What follows belongs to an exercise in optimizing a design on an open flow for a short achievable clock period and few clock cycles; a production flow would make more cautious choices.
In this exercise RTL edits were held to simulation tests only and were not proved equivalent to the original.
Power is estimated from default activity; no workload was simulated.

### flow/design.v
`default_nettype none
package mc_pkg;
    localparam int XLEN = 32;
    typedef enum logic [1:0] {
        ALU_OP_ADD  = 2'b00,
        ALU_OP_SUB  = 2'b01,
        ALU_OP_FUNC = 2'b10
    } t_alu_op;
    typedef enum logic [2:0] {
        ALU_ADD = 3'b000,
        ALU_SUB = 3'b001,
        ALU_AND = 3'b010,
        ALU_OR  = 3'b011,
        ALU_SLT = 3'b101
    } t_alu_ctrl;
    typedef enum logic [1:0] {
        SRC_A_PC     = 2'b00,
        SRC_A_OLD_PC = 2'b01,
        SRC_A_RS1    = 2'b10
    } t_src_a;
    typedef enum logic [1:0] {
        SRC_B_RS2  = 2'b00,
        SRC_B_IMM  = 2'b01,
        SRC_B_FOUR = 2'b10
    } t_src_b;
    typedef enum logic [1:0] {
        RES_ALU_OUT = 2'b00,
        RES_DATA    = 2'b01,
        RES_ALU     = 2'b10
    } t_result_src;
    typedef struct packed {
        logic [6:0] funct7;
        logic [4:0] rs2;
        logic [4:0] rs1;
        logic [2:0] funct3;
        logic [4:0] rd;
        logic [6:0] opcode;
    } t_instr_r;
    typedef struct packed {
        logic [11:0] imm;
        logic [4:0]  rs1;
        logic [2:0]  funct3;
        logic [4:0]  rd;
        logic [6:0]  opcode;
    } t_instr_i;
    typedef struct packed {
        logic [6:0] imm_hi;
        logic [4:0] rs2;
        logic [4:0] rs1;
        logic [2:0] funct3;
        logic [4:0] imm_lo;
        logic [6:0] opcode;
    } t_instr_s;
    typedef struct packed {
        logic       imm_12;
        logic [5:0] imm_10_5;
        logic [4:0] rs2;
        logic [4:0] rs1;
        logic [2:0] funct3;
        logic [3:0] imm_4_1;
        logic       imm_11;
        logic [6:0] opcode;
    } t_instr_b;
    typedef struct packed {
        logic       imm_20;
        logic [9:0] imm_10_1;
        logic       imm_11;
        logic [7:0] imm_19_12;
        logic [4:0] rd;
        logic [6:0] opcode;
    } t_instr_j;
    typedef union packed {
        t_instr_r r;
        t_instr_i i;
        t_instr_s s;
        t_instr_b b;
        t_instr_j j;
    } t_instr;
    localparam logic [6:0] OP_LOAD   = 7'b0000011;
    localparam logic [6:0] OP_STORE  = 7'b0100011;
    localparam logic [6:0] OP_R      = 7'b0110011;
    localparam logic [6:0] OP_I      = 7'b0010011;
    localparam logic [6:0] OP_BRANCH = 7'b1100011;
    localparam logic [6:0] OP_JAL    = 7'b1101111;
endpackage
`default_nettype wire
`timescale 1ns/1ps
`default_nettype none
import mc_pkg::*;
module main_fsm
(
    input  logic        clk,
    input  logic        arstn,
    input  logic [6:0]  i_op,
    input  logic [2:0]  i_func_3,
    input  logic        i_func_7_5,
    output mc_pkg::t_alu_op     o_alu_op,
    output mc_pkg::t_result_src o_result_src,
    output mc_pkg::t_src_a      o_alu_src_1,
    output mc_pkg::t_src_b      o_alu_src_2,
    output logic        o_mem_addr_src,
    output logic        o_reg_write_en,
    output logic        o_pc_update,
    output logic        o_mem_write_en,
    output logic        o_instr_write_en,
    output logic        o_branch
);
    typedef enum logic [3:0] {
        FETCH, DECODE, MEMADDR, MEMREAD, MEMWB, MEMWRITE,
        EXECUTER, EXECUTEI, ALUWB, JAL, BRANCH
    } t_state;
    typedef enum logic [2:0] {
        CL_NONE, CL_LOAD, CL_STORE, CL_R, CL_I, CL_BRANCH, CL_JAL
    } t_class;
    t_state state;
    t_state next_state;
    t_class instr_class;
    logic   alu_f3_ok;
    assign alu_f3_ok = (i_func_3 == 3'b000) || (i_func_3 == 3'b010) ||
                       (i_func_3 == 3'b110) || (i_func_3 == 3'b111);
    always_comb begin
        instr_class = CL_NONE;
        case (i_op)
            OP_LOAD:   if (i_func_3 == 3'b010) instr_class = CL_LOAD;
            OP_STORE:  if (i_func_3 == 3'b010) instr_class = CL_STORE;
            OP_R: begin
                if (alu_f3_ok && (!i_func_7_5 || i_func_3 == 3'b000)) begin
                    instr_class = CL_R;
                end
            end
            OP_I:      if (alu_f3_ok) instr_class = CL_I;
            OP_BRANCH: if (i_func_3 == 3'b000) instr_class = CL_BRANCH;
            OP_JAL:    instr_class = CL_JAL;
            default:   instr_class = CL_NONE;
        endcase
    end
    always_ff @(posedge clk, negedge arstn) begin
        if (!arstn) begin
            state <= FETCH;
        end else begin
            state <= next_state;
        end
    end
    always_comb begin
        next_state = FETCH;
        case (state)
            FETCH: next_state = DECODE;
            DECODE: begin
                case (instr_class)
                    CL_LOAD, CL_STORE: next_state = MEMADDR;
                    CL_R:              next_state = EXECUTER;
                    CL_I:              next_state = EXECUTEI;
                    CL_BRANCH:         next_state = BRANCH;
                    CL_JAL:            next_state = JAL;
                    default:           next_state = FETCH;
                endcase
            end
            MEMADDR:  next_state = (instr_class == CL_LOAD) ? MEMREAD : MEMWRITE;
            MEMREAD:  next_state = MEMWB;
            EXECUTER: next_state = ALUWB;
            EXECUTEI: next_state = ALUWB;
            JAL:      next_state = ALUWB;
            default:  next_state = FETCH;
        endcase
    end
    always_comb begin
        o_alu_op         = ALU_OP_ADD;
        o_result_src     = RES_ALU_OUT;
        o_alu_src_1      = SRC_A_PC;
        o_alu_src_2      = SRC_B_RS2;
        o_mem_addr_src   = 1'b0;
        o_reg_write_en   = 1'b0;
        o_pc_update      = 1'b0;
        o_mem_write_en   = 1'b0;
        o_instr_write_en = 1'b0;
        o_branch         = 1'b0;
        case (state)
            FETCH: begin
                o_instr_write_en = 1'b1;
                o_alu_src_2      = SRC_B_FOUR;
                o_result_src     = RES_ALU;
                o_pc_update      = 1'b1;
            end
            DECODE: begin
                o_alu_src_1 = SRC_A_OLD_PC;
                o_alu_src_2 = SRC_B_IMM;
            end
            MEMADDR: begin
                o_alu_src_1 = SRC_A_RS1;
                o_alu_src_2 = SRC_B_IMM;
            end
            MEMREAD: o_mem_addr_src = 1'b1;
            MEMWB: begin
                o_result_src   = RES_DATA;
                o_reg_write_en = 1'b1;
            end
            MEMWRITE: begin
                o_mem_addr_src = 1'b1;
                o_mem_write_en = 1'b1;
            end
            EXECUTER: begin
                o_alu_src_1 = SRC_A_RS1;
                o_alu_op    = ALU_OP_FUNC;
            end
            EXECUTEI: begin
                o_alu_src_1 = SRC_A_RS1;
                o_alu_src_2 = SRC_B_IMM;
                o_alu_op    = ALU_OP_FUNC;
            end
            ALUWB: o_reg_write_en = 1'b1;
            JAL: begin
                o_alu_src_1 = SRC_A_OLD_PC;
                o_alu_src_2 = SRC_B_FOUR;
                o_pc_update = 1'b1;
            end
            BRANCH: begin
                o_alu_src_1 = SRC_A_RS1;
                o_alu_op    = ALU_OP_SUB;
                o_branch    = 1'b1;
            end
            default: o_branch = 1'b0;
        endcase
    end
endmodule
`default_nettype wire
`timescale 1ns/1ps
`default_nettype none
import mc_pkg::*;
module alu_decoder
(
    input  mc_pkg::t_alu_op   i_alu_op,
    input  logic [2:0] i_func_3,
    input  logic      i_func_7_5,
    input  logic      i_op_5,
    output mc_pkg::t_alu_ctrl o_alu_ctrl
);
    always_comb begin
        case (i_alu_op)
            ALU_OP_ADD: o_alu_ctrl = ALU_ADD;
            ALU_OP_SUB: o_alu_ctrl = ALU_SUB;
            default: begin
                case (i_func_3)
                    3'b000:  o_alu_ctrl = (i_op_5 && i_func_7_5) ? ALU_SUB : ALU_ADD;
                    3'b010:  o_alu_ctrl = ALU_SLT;
                    3'b110:  o_alu_ctrl = ALU_OR;
                    3'b111:  o_alu_ctrl = ALU_AND;
                    default: o_alu_ctrl = ALU_ADD;
                endcase
            end
        endcase
    end
endmodule
`default_nettype wire
`timescale 1ns/1ps
`default_nettype none
import mc_pkg::*;
module control_unit
(
    input  logic    clk,
    input  logic    arstn,
    input  logic [6:0]          i_op,
    input  logic [2:0]          i_funct3,
    input  logic                i_funct7_5,
    output mc_pkg::t_src_a      o_alu_src_a,
    output mc_pkg::t_src_b      o_alu_src_b,
    output mc_pkg::t_alu_ctrl   o_alu_ctrl,
    output mc_pkg::t_result_src o_result_src,
    output logic                o_mem_addr_src,
    output logic                o_reg_write_en,
    output logic                o_pc_update,
    output logic                o_instr_write_en,
    output logic                o_branch,
    output logic                o_mem_write_en
);
    mc_pkg::t_alu_op alu_op;
    main_fsm u_main_fsm (
        .clk              (clk),
        .arstn            (arstn),
        .i_op             (i_op),
        .i_func_3         (i_funct3),
        .i_func_7_5       (i_funct7_5),
        .o_alu_op         (alu_op),
        .o_result_src     (o_result_src),
        .o_alu_src_1      (o_alu_src_a),
        .o_alu_src_2      (o_alu_src_b),
        .o_mem_addr_src   (o_mem_addr_src),
        .o_reg_write_en   (o_reg_write_en),
        .o_pc_update      (o_pc_update),
        .o_mem_write_en   (o_mem_write_en),
        .o_instr_write_en (o_instr_write_en),
        .o_branch         (o_branch)
    );
    alu_decoder u_alu_decoder (
        .i_alu_op   (alu_op),
        .i_func_3   (i_funct3),
        .i_func_7_5 (i_funct7_5),
        .i_op_5     (i_op[5]),
        .o_alu_ctrl (o_alu_ctrl)
    );
endmodule
`default_nettype wire
`timescale 1ns/1ps
`default_nettype none
import mc_pkg::*;
module reg_file
(
    input  logic            clk,
    input  logic            arstn,
    input  logic [4:0]      i_rs1,
    input  logic [4:0]      i_rs2,
    input  logic            i_we,
    input  logic [4:0]      i_rd,
    input  logic [mc_pkg::XLEN-1:0] i_wdata,
    output logic [mc_pkg::XLEN-1:0] o_rdata1,
    output logic [mc_pkg::XLEN-1:0] o_rdata2
);
    logic [XLEN-1:0] regs [1:31];
    always_ff @(posedge clk, negedge arstn) begin
        if (!arstn) begin
            for (int i = 1; i < 32; i++) begin
                regs[i] <= '0;
            end
        end else if (i_we && (i_rd != 5'd0)) begin
            regs[i_rd] <= i_wdata;
        end
    end
    assign o_rdata1 = (i_rs1 == 5'd0) ? '0 : regs[i_rs1];
    assign o_rdata2 = (i_rs2 == 5'd0) ? '0 : regs[i_rs2];
endmodule
`default_nettype wire
`timescale 1ns/1ps
`default_nettype none
import mc_pkg::*;
module datapath
#(
    parameter logic [mc_pkg::XLEN-1:0] RESET_PC = '0
)
(
    input  logic            clk,
    input  logic            arstn,
    input  logic [mc_pkg::XLEN-1:0] i_mem_rdata,
    input  logic [mc_pkg::XLEN-1:0] i_rdata1,
    input  logic [mc_pkg::XLEN-1:0] i_rdata2,
    output logic [mc_pkg::XLEN-1:0] o_mem_addr,
    output logic [mc_pkg::XLEN-1:0] o_mem_wdata,
    output logic [4:0]      o_rs1,
    output logic [4:0]      o_rs2,
    output logic [4:0]      o_rd,
    output logic            o_rd_we,
    output logic [mc_pkg::XLEN-1:0] o_rd_wdata,
    output logic [6:0]          o_op,
    output logic [2:0]          o_funct3,
    output logic                o_funct7_5,
    input  mc_pkg::t_src_a      i_alu_src_a,
    input  mc_pkg::t_src_b      i_alu_src_b,
    input  mc_pkg::t_alu_ctrl   i_alu_ctrl,
    input  mc_pkg::t_result_src i_result_src,
    input  logic                i_mem_addr_src,
    input  logic                i_reg_write_en,
    input  logic                i_pc_update,
    input  logic                i_instr_write_en,
    input  logic                i_branch
);
    mc_pkg::t_instr          instr;
    logic [XLEN-1:0] pc;
    logic [XLEN-1:0] old_pc;
    logic [XLEN-1:0] data_reg;
    logic [XLEN-1:0] a_reg;
    logic [XLEN-1:0] b_reg;
    logic [XLEN-1:0] alu_out;
    logic [XLEN-1:0] imm_ext;
    logic [XLEN-1:0] src_a;
    logic [XLEN-1:0] src_b;
    logic [XLEN-1:0] alu_result;
    logic [XLEN-1:0] result;
    logic            zero;
    always_ff @(posedge clk, negedge arstn) begin
        if (!arstn) begin
            pc    <= RESET_PC;
            instr <= '0;
        end else begin
            if (i_pc_update || (i_branch && zero)) begin
                pc <= result;
            end
            if (i_instr_write_en) begin
                instr <= i_mem_rdata;
            end
        end
    end
    always_ff @(posedge clk) begin
        if (i_instr_write_en) begin
            old_pc <= pc;
        end
        data_reg <= i_mem_rdata;
        a_reg    <= i_rdata1;
        b_reg    <= i_rdata2;
        alu_out  <= alu_result;
    end
    assign o_op       = instr.r.opcode;
    assign o_funct3   = instr.r.funct3;
    assign o_funct7_5 = instr.r.funct7[5];
    assign o_rs1        = instr.r.rs1;
    assign o_rs2        = instr.r.rs2;
    assign o_rd         = instr.r.rd;
    always_comb begin
        case (instr.r.opcode)
            OP_STORE:  imm_ext = {{20{instr.s.imm_hi[6]}}, instr.s.imm_hi, instr.s.imm_lo};
            OP_BRANCH: imm_ext = {{20{instr.b.imm_12}}, instr.b.imm_11,
                                  instr.b.imm_10_5, instr.b.imm_4_1, 1'b0};
            OP_JAL:    imm_ext = {{12{instr.j.imm_20}}, instr.j.imm_19_12,
                                  instr.j.imm_11, instr.j.imm_10_1, 1'b0};
            default:   imm_ext = {{20{instr.i.imm[11]}}, instr.i.imm};
        endcase
    end
    always_comb begin
        case (i_alu_src_a)
            SRC_A_PC:     src_a = pc;
            SRC_A_OLD_PC: src_a = old_pc;
            SRC_A_RS1:    src_a = a_reg;
            default:      src_a = '0;
        endcase
        case (i_alu_src_b)
            SRC_B_RS2:  src_b = b_reg;
            SRC_B_IMM:  src_b = imm_ext;
            SRC_B_FOUR: src_b = 32'd4;
            default:    src_b = '0;
        endcase
    end
    always_comb begin
        case (i_alu_ctrl)
            ALU_SUB: alu_result = src_a - src_b;
            ALU_AND: alu_result = src_a & src_b;
            ALU_OR:  alu_result = src_a | src_b;
            ALU_SLT: alu_result = {31'd0, $signed(src_a) < $signed(src_b)};
            default: alu_result = src_a + src_b;
        endcase
    end
    assign zero = (alu_result == '0);
    always_comb begin
        case (i_result_src)
            RES_DATA: result = data_reg;
            RES_ALU:  result = alu_result;
            default:  result = alu_out;
        endcase
    end
    assign o_mem_addr  = i_mem_addr_src ? alu_out : pc;
    assign o_mem_wdata = b_reg;
    assign o_rd_we     = i_reg_write_en;
    assign o_rd_wdata  = result;
endmodule
`default_nettype wire
`timescale 1ns/1ps
`default_nettype none
import mc_pkg::*;
module mc_core_top
#(
    parameter logic [mc_pkg::XLEN-1:0] RESET_PC = 32'h0
)
(
    input  logic            clk,
    input  logic            arstn,
    input  logic [mc_pkg::XLEN-1:0] i_mem_rdata,
    output logic [mc_pkg::XLEN-1:0] o_mem_addr,
    output logic [mc_pkg::XLEN-1:0] o_mem_wdata,
    output logic            o_mem_we
);
    logic [4:0]      rs1;
    logic [4:0]      rs2;
    logic [4:0]      rd;
    logic            rd_we;
    logic [XLEN-1:0] rd_wdata;
    logic [XLEN-1:0] rdata1;
    logic [XLEN-1:0] rdata2;
    logic [6:0]  op;
    logic [2:0]  funct3;
    logic        funct7_5;
    mc_pkg::t_src_a      alu_src_a;
    mc_pkg::t_src_b      alu_src_b;
    mc_pkg::t_alu_ctrl   alu_ctrl;
    mc_pkg::t_result_src result_src;
    logic        mem_addr_src;
    logic        reg_write_en;
    logic        pc_update;
    logic        instr_write_en;
    logic        branch;
    logic        mem_write_en;
    control_unit u_control_unit (
        .clk   (clk),
        .arstn (arstn),
        .i_op             (op),
        .i_funct3         (funct3),
        .i_funct7_5       (funct7_5),
        .o_alu_src_a      (alu_src_a),
        .o_alu_src_b      (alu_src_b),
        .o_alu_ctrl       (alu_ctrl),
        .o_result_src     (result_src),
        .o_mem_addr_src   (mem_addr_src),
        .o_reg_write_en   (reg_write_en),
        .o_pc_update      (pc_update),
        .o_instr_write_en (instr_write_en),
        .o_branch         (branch),
        .o_mem_write_en   (mem_write_en)
    );
    datapath #(
        .RESET_PC (RESET_PC)
    ) u_datapath (
        .clk         (clk),
        .arstn       (arstn),
        .i_mem_rdata (i_mem_rdata),
        .i_rdata1    (rdata1),
        .i_rdata2    (rdata2),
        .o_mem_addr  (o_mem_addr),
        .o_mem_wdata (o_mem_wdata),
        .o_rs1       (rs1),
        .o_rs2       (rs2),
        .o_rd        (rd),
        .o_rd_we     (rd_we),
        .o_rd_wdata  (rd_wdata),
        .o_op             (op),
        .o_funct3         (funct3),
        .o_funct7_5       (funct7_5),
        .i_alu_src_a      (alu_src_a),
        .i_alu_src_b      (alu_src_b),
        .i_alu_ctrl       (alu_ctrl),
        .i_result_src     (result_src),
        .i_mem_addr_src   (mem_addr_src),
        .i_reg_write_en   (reg_write_en),
        .i_pc_update      (pc_update),
        .i_instr_write_en (instr_write_en),
        .i_branch         (branch)
    );
    reg_file u_reg_file (
        .clk      (clk),
        .arstn    (arstn),
        .i_rs1    (rs1),
        .i_rs2    (rs2),
        .i_we     (rd_we),
        .i_rd     (rd),
        .i_wdata  (rd_wdata),
        .o_rdata1 (rdata1),
        .o_rdata2 (rdata2)
    );
    assign o_mem_we = mem_write_en;
endmodule
`default_nettype wire
### flow/run.sh
#!/bin/bash
# synth_recipe.tcl (not shown) runs the flow's synth.tcl, then flattens the netlist and writes it again
# the make line also repeats each setting of config.mk as NAME=value (left out here)
make -C /OpenROAD-flow-scripts/flow DESIGN_CONFIG=/design/flow/config.mk WORK_HOME=/design/flow/orfs CLKGATE_MAP_FILE= SYNTH_SCRIPT=/design/flow/synth_recipe.tcl finish
### flow/config.mk
export PLATFORM = sky130hd
export DESIGN_NAME = mc_core_top
export DESIGN_NICKNAME = mc_core_top
export VERILOG_FILES = /design/flow/design.v
export SDC_FILE = /design/flow/constraint.sdc
export NUM_CORES = 4
export LEC_CHECK = 0
export CAP_MARGIN = 20
export CELL_PAD_IN_SITES_GLOBAL_PLACEMENT = 2
export CORE_MARGIN = 2
export CORE_UTILIZATION = 30
export GPL_ROUTABILITY_DRIVEN = 1
export PLACE_DENSITY = 0.35
export SLEW_MARGIN = 20
### flow/constraint.sdc
create_clock -name core_clock -period 8.5 [get_ports {clk}]
set_input_delay 1.7000 -clock core_clock [delete_from_list [all_inputs] [get_ports {clk}]]
set_output_delay 1.7000 -clock core_clock [all_outputs]
set_load 0.01 [all_outputs]
==> flow_metrics.py <==
metrics = {
    "run_status": {
        "status": "timing/DRC/antenna clean",
    },
    "routing": {
        "vias": 57600,
        "firstDrtPassIters": 9,
        "viasPerCell": 6.17,
        "drt-total-wl_um": 374000,
        "ant_nets": 0,
        "first_iter_violations": 7841,
        "avgRoutedWirePerCell_um": 40.1,
        "drc": 0,
    },
    "worst_hold_path": {
        "whs_endpoint": "u_datapath.old_pc[10]",
        "min_from": "u_datapath.pc[10]",
        "hold_path_depth": 0,
        "hp-class": "reg2reg",
    },
    "sta": {
        "post-route-min-period_ns": 7.27,
        "finalSetupViolCount": 0,
        "rsz0062_at_grt": "false",
        "slew_headroom_pct": 5.95,
        "fmax_mhz": 138,
        "tns_ns": 0,
        "hold_viol_final": 0,
        "setup_ws_ns": 1.23,
        "maxSlewViolCount": 0,
        "post-route-period-util_pct": 85.6,
        "finClkSkew_ns": 0.0294,
        "tightestPinTransition_ns": 1.40,
    },
    "clock_network": {
        "ctsHoldBuffers": 0,
        "cts.sinks": 1220,
        "cts_tree": "built",
        "clock-root-buffer": "clkbuf_16",
        "cts_setup_buffers": 0,
        "clk_latency_ns": 0.82,
        "cts_made_buffers": 154,
        "post_cts_resize_count": 0,
        "clkTransAtPathRegs_ns": 0.06,
        "htree_levels": 4,
        "clock_path_buffers": 3,
    },
    "placement": {
        "dp_cells": 9040,
        "portBuffers": 98,
        "hpwl_um": 228000,
        "pre_cts_ws_ns": 1.33,
        "gp_congestion": 0.892,
    },
    "global_routing": {
        "grt_max_degree": 134,
        "track_usage_pct": 35.9,
        "antenna_found_initial": 26,
        "gr-total-overflow": 0,
        "grt_pass1_wl_um": 504000,
        "grt_pass1_vias": 55400,
    },
    "finish": {
        "drive_gt1_share_pct": 10.1,
        "final_cells": 9335,
        "fin_nets": 6678,
        "top_register": "u_reg_file.regs",
        "largest_reg_flops": 992,
        "area_growth_pct": 16.3,
    },
    "worst_setup_path": {
        "start_kind": "flip-flop",
        "cp_max_fo": 50,
        "arrival_ns": 7.99,
        "r2r.worst_path.cells": 20,
        "end_kind": "flip-flop",
        "crit_required_ns": 9.22,
        "regToRegSetupSlack_ns": 1.23,
        "worstReg2RegStart": "u_control_unit.u_main_fsm.state[3]",
        "worstSetupPathType": "reg2reg",
        "timing.rr.end": "u_datapath.pc[2]",
    },
    "floorplan": {
        "start_util_pct": 30.1,
        "die_x_um": 452,
        "num_io_pins": 99,
        "core_um2": 199000,
        "rows": 164,
        "fp.dieH_um": 452,
        "die_area_um2": 204000,
    },
    "synth": {
        "syn_area_um2": 60100,
        "synth.avg_cell_area_um2": 9.02,
        "synth_edf_count": 32,
        "synthArstFlopShare_pct": 86.9,
        "ys.flop_type": "dfrtp_1",
        "seq_area_frac_synth_pct": 50.0,
        "ys_ff_latch": 1220,
        "synth_nets": 6799,
        "yosysWarnings": 5,
        "yosys.cell_types.count": 94,
        "syn_inst": 6661,
    },
    "pwr": {
        "p_per_area_nw_per_um2": 376,
        "ir_worst_vdd_mv": 0.230,
        "power_leakage_nw": 29.1,
    },
    "job": {
        "cap_violations": 0,
    },
}
power breakdown:
part / internal [W] / switching (W) / leakage [nW]
clock: 0.00381 / 0.00284 / 2.48
sequential: 0.00648 / 0.000655 / 16.1
combinational: 0.00308 / 0.00945 / 10.6
Yosys cell counts, drive strengths merged, types with 5 or more instances:
cell,number,area (um2)
a21o,13,97.6
nand2,1278,4800
o22ai,15,93.8
mux2,38,428
clkbuf,548,2060
inv,139,522
xnor2,12,105
mux2i,46,460
o211ai,18,135
o221ai,16,140
nand2b,19,126
dfxtp,128,2560
o31ai,16,120
dfrtp,1060,26500
o2111ai,5,43.8
o21a,35,263
a21boi,6,45.0
edfxtp,32,961
and4,5,43.8
a22o,238,2080
a311oi,5,43.8
nor4,25,163
o311ai,8,87.6
a211oi,19,143
a221o,20,200
a21oi,291,1460
nor2b,15,96.3
and2,7,46.3
ha,102,1280
nand3b,7,52.6
or3,14,87.6
a221oi,242,2130
a222oi,64,641
nor2,235,882
nand4,133,832
or2,13,81.3
nor3,75,375
a22oi,384,2880
buf,66,342
and3,6,37.5
nand3,117,586
o21ai,1074,5390
or4,5,37.5
a31oi,10,62.6
cell families after synthesis:
kind of cell / Yosys count / share of synthesized area [%]
adder cells (fa/ha/maj): 104 / 2.19
AO/OA/AOI/OAI: 2516 / 27.3
multiplexers: 84 / 1.48
AND/OR/NAND/NOR: 1967 / 13.9
XOR/XNOR: 15 / 0.219
buffers and inverters: 755 / 4.87
flip-flops: 1220 / 50.0
per-stage QoR:
| step | area, um2 | hold WS [ns] | power (W) | util (%) |
|---|---|---|---|---|
| after CTS | 69800 | 0.443 | 0.0262 | 35.0 |
| after floorplan | 60100 | 0.425 | 0.0132 | - |
| after global placement | 64800 | 0.427 | 0.0196 | 32.5 |
| after detailed placement | 64800 | 0.430 | 0.0195 | 32.5 |
| after global routing | 69900 | 0.447 | 0.0272 | 35.0 |
| final | 69900 | 0.437 | 0.0263 | 35.1 |
how the worst max path moves through the flow:
stage / from / end / slack [ns] / cells after the start
after global routing: u_control_unit.u_main_fsm.state[3] / u_datapath.pc[1] / 0.83 / 23
final: u_control_unit.u_main_fsm.state[3] / u_datapath.pc[2] / 1.23 / 20
after floorplan: u_control_unit.u_main_fsm.state[1] / u_datapath.pc[28] / 3.03 / 23
after CTS: u_control_unit.u_main_fsm.state[3] / u_datapath.pc[2] / 1.28 / 20
after global placement: u_control_unit.u_main_fsm.state[3] / u_datapath.pc[1] / 1.32 / 20
after detailed placement: u_control_unit.u_main_fsm.state[3] / u_datapath.pc[2] / 1.33 / 20
layer usage:
metal / up-vias / track usage (%) / routed length (um)
met5: - / 0 / 28
met4: 4 / 13.5 / 15300
met3: 740 / 7.21 / 28400
met2: 2999 / 56.3 / 169000
met1: 29700 / 48.8 / 162000
li1: 24100 / - / -
layout make-up:
class | count | area [um2]
Clock buffer | 239 | 4610
Fill cell | 20700 | 130000
Inverter | 141 | 531
Tap cell | 2656 | 3320
Timing Repair Buffer | 337 | 2920
Sequential cell | 1220 | 30100
Clock inverter | 44 | 409
Multi-Input combinational cell | 4686 | 28000
Antenna cell | 12 | 30.0
critical path, stage by stage (launching register included):
cell	delay (ns)
dfrtp_1	0.58
nor2b_1	0.33
nand2_1	0.23
nand2_4	0.23
buf_4	0.49
a21oi_1	0.15
o21a_1	0.22
ha_1	0.53
clkinv_1	0.25
a221oi_1	0.52
nand2_1	0.25
a21oi_1	0.26
o2111ai_1	0.29
a211oi_1	0.73
nand4bb_1	0.16
or4_1	0.44
nor4_2	0.36
nand4_1	0.20
o21ai_4	0.27
buf_4	0.39
mux2i_1	0.24
placed cells by master (no fill, tap or decap), drive strengths merged, types with 19 or more instances in the layout:
cell type	instances
nor4	25
nand4	133
inv	146
a22o	238
dfxtp	128
a21oi	291
buf	240
clkbuf	239
mux2	38
mux2i	46
nor2	235
o21ai	1074
a221o	20
o21a	35
a22oi	384
a211oi	19
nand2	1278
clkinv	36
nand2b	19
a221oi	242
ha	102
edfxtp	32
a222oi	64
nand3	117
nor3	75
clkdlybuf4s50	97
dfrtp	1060
Testbench counts, summed over its fixed seeds: cycles 135,867.

afterwards: timing with drivers on the ports:
How much do the figures lean on ideal ports? The routed layout below was timed once more, with nothing changed but the port constraints.
Step 1: set_driving_cell puts a clkbuf_16 on clk and a buf_2 on each other input, an assumption about the parent block.
Step 2 adds t to the input delays and takes it off the output delays; t is the mean of the earliest and latest rising clock arrival at the registers after step 1. Input paths then give back, and output paths get back, about the clock's delay inside the block.
Three values: ideal, step 1, step 2; two values: the first two.
t (ns): 0.893
setup WS [ns]: 1.228 / 1.228 / 1.228
cell pins on the clock port's net: 1
After both steps setup and hold are still met in this run. The setup slack of this run moves by 0.000 ns with the drivers and by 0.000 ns with both steps.
